This design comes from an exercise in tuning for small area, a short achievable clock period and few clock cycles per item on the open sky130 flow, not from production work. Function was checked by simulation only, so behaviour that the tests miss may differ from the original.

==> wip/nickel: inputs <==
==> flow/design.v (excerpt) <==
module iterative_karatsuba_hs (
    input  logic        clk,
    input  logic        rst,
    input  logic        enable,
    input  logic        in_valid,
    output logic        in_ready,
    input  logic        signed_mode,
    input  logic [31:0] A,
    input  logic [31:0] B,
    output logic        out_valid,
    input  logic        out_ready,
    output logic [63:0] C,
    output logic        busy
);
make LEC_CHECK=0 ABC_AREA=1 CAP_MARGIN=20 CORE_MARGIN=2 CORE_UTILIZATION=55 SETUP_SLACK_MARGIN=5 SLEW_MARGIN=20 finish   # period 9.5 ns
run.sh (not shown) runs the stock make flow with config.mk's settings and CLKGATE_MAP_FILE= SYNTH_SCRIPT=/design/flow/synth_recipe.tcl, a recipe that flattens the netlist after the stock synthesis.
==> inputs of wip/garnet, as changes to wip/nickel <==
==> flow/flow/run.sh (new file) <==
#!/bin/bash
set -euo pipefail
MARGIN=${MARGIN:-6.0}
bash standard.sh SETUP_SLACK_MARGIN=$MARGIN finish > standard_flow.log 2>&1
==> flow/standard.sh (new file) <==
#!/bin/bash
# synth_recipe.tcl (not shown) runs the flow's synth.tcl, then flattens the netlist and writes it again
# the make line also repeats each setting of config.mk as NAME=value (left out here)
make -C /OpenROAD-flow-scripts/flow DESIGN_CONFIG=/design/flow/config.mk WORK_HOME=/design/flow/orfs CLKGATE_MAP_FILE= SYNTH_SCRIPT=/design/flow/synth_recipe.tcl "${@:-finish}"
Settings changed: CORE_UTILIZATION 55 to 45, SETUP_SLACK_MARGIN 5 to unset.
removed: flow/run.sh
==> results.txt <==
- wip/garnet completed with no timing, DRC or antenna violations. wip/nickel ran to the end with no violations.
- In synthesized area, wip/nickel and wip/garnet do not differ.
- Utilization: wip/nickel is higher than wip/garnet (7.0 points).
- Of wip/nickel and wip/garnet, wip/garnet has the higher register-to-register slack (gap 0.89 ns).
- Of wip/nickel and wip/garnet, wip/garnet has the higher design area (gap 7.6%, measured against wip/garnet).
Testbench counts of wip/nickel, summed over its fixed seeds: cycles 2,072, items 2,048.
Testbench counts of wip/garnet, summed over its fixed seeds: cycles 2,072, items 2,048.

==> inputs of job 1743 <==
iterative_karatsuba_hs, a different RTL version from the one above (not shown whole).
Settings: LEC_CHECK=0, ABC_AREA=1, CAP_MARGIN=20, CORE_MARGIN=2, CORE_UTILIZATION=62, SLEW_MARGIN=20; clock period 9.5 ns.
standard.sh (not shown) runs the stock make flow with config.mk's settings and CLKGATE_MAP_FILE= SYNTH_SCRIPT=/design/flow/synth_recipe.tcl, a recipe that flattens the netlist after the stock synthesis.
==> flow/flow/run.sh <==
#!/bin/bash
set -euo pipefail
MARGIN=${MARGIN:-5.3}
R=orfs/results/sky130hd/iterative_karatsuba_hs/base
bash standard.sh synth > standard_synth.log 2>&1
cp $R/1_2_yosys.v $R/1_2_yosys.std.v
python3 flow/fa_polarity.py $R/1_2_yosys.std.v $R/1_2_yosys.pol.v > fa_polarity.log 2>&1
sleep 1
cp $R/1_2_yosys.pol.v $R/1_2_yosys.v
bash standard.sh SETUP_SLACK_MARGIN=$MARGIN "BUFFER_PORTS_ARGS=-buffer_cell sky130_fd_sc_hd__buf_1" finish > standard_flow.log 2>&1
Other scripts of this flow, unchanged in this note and not shown: flow/flow/fa_polarity.py
==> job 4047 (differences from job 1743) <==
--- a/flow/flow/run.sh
+++ b/flow/flow/run.sh
@@ -9,2 +9,2 @@
 cp $R/1_2_yosys.pol.v $R/1_2_yosys.v
-bash standard.sh SETUP_SLACK_MARGIN=$MARGIN "BUFFER_PORTS_ARGS=-buffer_cell sky130_fd_sc_hd__buf_1" finish > standard_flow.log 2>&1
+bash standard.sh SETUP_SLACK_MARGIN=$MARGIN finish > standard_flow.log 2>&1
Settings changed: CORE_UTILIZATION 62 to 45.
==> impl_metrics.xml <==
<?xml version="1.0" encoding="UTF-8"?>
<metrics>
  <group name="status">
    <metric name="outcome" unit="">finished clean</metric>
  </group>
  <group name="routing">
    <metric name="vias_per_cell" unit="">6.37</metric>
  </group>
  <group name="sta">
    <metric name="finalWorstSetupSlack" unit="ps">5260</metric>
  </group>
  <group name="global_routing">
    <metric name="grt_start_max_net_pins" unit="">66</metric>
  </group>
  <group name="die">
    <metric name="initial_utilization" unit="">0.453</metric>
  </group>
</metrics>
That was job 4047.
==> impl_metrics.xml <==
<?xml version="1.0" encoding="UTF-8"?>
<metrics>
  <group name="sta">
    <metric name="finalWorstSetupSlack" unit="ps">5230</metric>
  </group>
  <group name="status">
    <metric name="outcome" unit="">finished clean</metric>
  </group>
  <group name="global_routing">
    <metric name="grt_start_max_net_pins" unit="">73</metric>
  </group>
  <group name="routing">
    <metric name="vias_per_cell" unit="">6.93</metric>
  </group>
</metrics>
That was job 1743.
Testbench counts of job 1743, summed over its fixed seeds: cycles 2,072, items 2,048.
Testbench counts of job 4047, summed over its fixed seeds: cycles 2,072, items 2,048.

-- static timing again, ports no longer ideal --
The flow's constraints put no driver on any port. The routed layouts listed below were extracted and timed again, unchanged, in two steps. Step 1 (the two cells are an assumption about what drives the block):
set clk [get_ports {clk}]
set_driving_cell -lib_cell sky130_fd_sc_hd__clkbuf_16 $clk
set_driving_cell -lib_cell sky130_fd_sc_hd__buf_2 [delete_from_list [all_inputs] $clk]
Step 2 adds t to the input delays and takes it off the output delays; t is the mean of the earliest and latest rising clock arrival at the registers after step 1. Input paths then give back, and output paths get back, about the clock's delay inside the block. Three values: no drivers, after step 1, after step 2; two values: the first two.
| run | t, ns | slack for setup (ns) | worst setup path at the end | pins driven straight from the clock port |
|---|---|---|---|---|
| wip/nickel | 0.694 | 5.133 / 5.133 / 4.846 | input to register | 1 |
| wip/garnet | 0.728 | 6.021 / 5.985 / 5.464 | input to register | 1 |
| job 1743 | 0.665 | 5.233 / 5.233 / 5.157 | input to register | 1 |
| job 4047 | 0.681 | 5.265 / 5.250 / 4.997 | input to register | 1 |
After both steps setup and hold are still met in every run listed. For wip/garnet, which loses most, drivers alone change the setup slack by -0.036 ns; drivers and shift together by -0.557 ns.
